Source: an optimization exercise on an open RTL-to-GDS flow (aim: small area). Production flows keep margins and buffers that such runs may drop. In this exercise RTL edits were held to simulation tests only and were not proved equivalent to the original. No activity file was given, so power comes from the tool's default toggle rates.

==> run a <==
## chip
module chip (
	input logic clk,
	input logic chip_reset,
	input logic uart_rx,
	output logic uart_tx,
	output logic [3:0] status  
);
	localparam int HOLD_BITS = $clog2(15 + 1);
	logic [HOLD_BITS-1:0] reset_count;
	logic hold;
	logic [7:0] rx_data;
	logic rx_valid, rx_lost;
	logic tx_push, tx_full;
	logic [7:0] tx_data;
	logic [23:0] wr_word;
	logic load_start, word_done, advance;
	logic [13:0] rd_data;
	logic rd_ok;
	logic loaded, halted;
	logic [7:0] rs_val, shared;
	always_ff @(posedge clk) begin
		if (chip_reset)
			reset_count <= HOLD_BITS'(15);
		else if (reset_count != 0)
			reset_count <= reset_count - 1'b1;
	end
	assign hold = (reset_count != 0);
	assign status = {!hold && !loaded, loaded, halted, rx_lost};
	always_ff @(posedge clk) begin
		if (loaded)
			shared <= rs_val;
		else if (load_start)
			shared <= rx_data;
		else if (word_done)
			shared <= shared - 1'b1;
	end
	uart_link uart_i (
		.clk(clk),
		.reset(hold),
		.rx(uart_rx),
		.tx(uart_tx),
		.rx_data(rx_data),
		.rx_valid(rx_valid),
		.lost(rx_lost),
		.tx_push(tx_push),
		.tx_data(tx_data),
		.tx_full(tx_full)
	);
	program_loader loader_i (
		.clk(clk),
  ...
==> flow/config.mk <==
export PLATFORM = sky130hd
export DESIGN_NAME = chip
export DESIGN_NICKNAME = chip
export VERILOG_FILES = /design/flow/design.v
export SDC_FILE = /design/flow/constraint.sdc
export NUM_CORES = 4
export LEC_CHECK = 0
export CAP_MARGIN = 20
export CORE_MARGIN = 2
export CORE_UTILIZATION = 40
export CTS_BUF_LIST = sky130_fd_sc_hd__clkbuf_8
export CTS_CLUSTER_DIAMETER = 60
export CTS_CLUSTER_SIZE = 16
export SLEW_MARGIN = 20
==> flow/constraint.sdc <==
create_clock -name core_clock -period 10.0 [get_ports {clk}]
set_input_delay 2.0000 -clock core_clock [delete_from_list [all_inputs] [get_ports {clk}]]
set_output_delay 2.0000 -clock core_clock [all_outputs]
set_load 0.01 [all_outputs]
standard.sh (not shown) runs the stock make flow with config.mk's settings and CLKGATE_MAP_FILE= SYNTH_SCRIPT=/design/flow/synth_recipe.tcl, a recipe that flattens the netlist after the stock synthesis.
==> flow/flow/run.sh <==
#!/bin/bash
# Standard layout, except that the combinational logic of the standard
# synthesis netlist is re-mapped by ABC for area before floorplanning.
# Registers (instances, names, cell types, Q nets) are left untouched.
set -euo pipefail
WORK=$PWD
R=$WORK/orfs/results/$FLOW_PLATFORM/chip/base
LIB=$FLOW_HOME/platforms/$FLOW_PLATFORM/lib/sky130_fd_sc_hd__tt_025C_1v80.lib
YOSYS=$FLOW_HOME/../tools/install/yosys/bin/yosys
command -v yosys >/dev/null 2>&1 && YOSYS=$(command -v yosys)

# 1. standard synthesis
bash standard.sh synth > 1_standard_synth.log 2>&1
cp $R/1_2_yosys.v $WORK/std_1_2_yosys.v

# 2. area re-mapping of the logic between registers
DU=$(sed -n '/DONT_USE_CELLS/,/^$/p' $FLOW_HOME/platforms/$FLOW_PLATFORM/config.mk \
	| grep -o 'sky130_fd_sc_hd__[a-z0-9_]*' | sed 's/^/-dont_use /' | tr '\n' ' ')
SEQ=$(grep -oE 'sky130_fd_sc_hd__[a-z0-9_]+' $WORK/std_1_2_yosys.v | sort -u | grep -E '__(e?df|sdf|dl|sdl)' | tr '\n' ' ')
cat > $WORK/reopt.ys <<YS
read_liberty -ignore_miss_func $LIB
delete $SEQ
read_liberty -lib -nooverwrite $LIB
read_verilog $WORK/std_1_2_yosys.v
hierarchy -top $FLOW_TOP
flatten
rename -hide w:_*_.*
opt_clean
abc -liberty $LIB $DU -script $WORK/flow/area.abc
opt_clean -purge
hilomap -singleton -hicell sky130_fd_sc_hd__conb_1 HI -locell sky130_fd_sc_hd__conb_1 LO
splitnets
insbuf -buf sky130_fd_sc_hd__buf_4 A X
opt_clean -purge
tee -o $WORK/reopt_stat.txt stat -liberty $LIB
write_verilog -noattr -noexpr -nohex -nodec $WORK/reopt_1_2_yosys.v
YS
$YOSYS -s $WORK/reopt.ys > 2_reopt_yosys.log 2>&1
cp $WORK/reopt_1_2_yosys.v $R/1_2_yosys.v
rm -f $R/1_synth.odb $R/1_synth.sdc

# 3. the rest of the standard layout
export CTS_ARGS="-sink_clustering_enable -repair_clock_nets -buf_list sky130_fd_sc_hd__clkbuf_8 -sink_clustering_size 20 -sink_clustering_max_diameter 50 -dont_use_dummy_load"
bash standard.sh > 3_standard_layout.log 2>&1
==> flow/flow/area.abc <==
strash
ifraig
dc2
dch -f
amap -F 10 -A 10
topo
dnsize
==> run b (differences from run a) <==
--- a/flow/flow/run.sh
+++ b/flow/flow/run.sh
@@ -41,4 +41,4 @@
 
 # 3. the rest of the standard layout
-export CTS_ARGS="-sink_clustering_enable -repair_clock_nets -buf_list sky130_fd_sc_hd__clkbuf_8 -sink_clustering_size 20 -sink_clustering_max_diameter 50 -dont_use_dummy_load"
+export CTS_ARGS="-sink_clustering_enable -repair_clock_nets -buf_list sky130_fd_sc_hd__clkbuf_8 -sink_clustering_size 16 -sink_clustering_max_diameter 60 -dont_use_dummy_load"
 bash standard.sh > 3_standard_layout.log 2>&1
Settings changed: CORE_UTILIZATION 40 to 65, CTS_BUF_LIST sky130_fd_sc_hd__clkbuf_8 to not set, CTS_CLUSTER_DIAMETER 60 to not set, CTS_CLUSTER_SIZE 16 to not set.
==> qor summary <==
metric	run a	run b
Run status	complete, no violations	complete, no violations
Skew-Pair Late Insertion Delay	0.73 ns	0.69 ns
Number of nets at the end of the flow	2359	2348
Clock-cell share of area	0.0365	0.0343
Critical hold path startpoint	imem_i.ring[49][3]	imem_i.ring[35][11]
Initial antenna violation count	1	2
Total instance count after detailed placement	3311	2871
Wire length of the first global-routing pass	116000 µm	113000 µm
Maximum fanout along the worst path	25	48
Switching power	1.35 mW	1.33 mW
Fmax	111 MHz	113 MHz
Area of the die	81400 µm²	50500 µm²
Power density of the placed cells	200 nW/µm²	202 nW/µm²
Area of all placed cells without fillers	34700 µm²	34100 µm²
Total global-route track usage	0.191	0.310
Length of routed wiring on met1	34100 µm	34300 µm
Minimum setup slack after placement	1.03 ns	1.37 ns
Static power due to leakage	11.9 nW	11.8 nW

afterwards: timing with drivers on the ports:
Ports are ideal in the flow. The routed layouts listed here were re-timed in OpenROAD. Step 1 sets driving cells, clkbuf_16 on the clock port and buf_2 on the other inputs (assumed; they add their load-dependent delay and slew). Step 2 also shifts input and output timing later by t, the mid clock arrival at the registers, as if the neighbouring blocks saw the same clock. Slacks: ideal ports / drivers / drivers and shift; pairs: ideal ports / drivers.
| run | t (ns) | slack for setup (ns) | worst setup path at the end |
|---|---|---|---|
| run a | 0.719 | 1.010 / 1.010 / 1.010 | register to register |
| run b | 0.720 | 1.155 / 1.155 / 1.155 | register to register |
After both steps setup and hold are still met in every run listed.
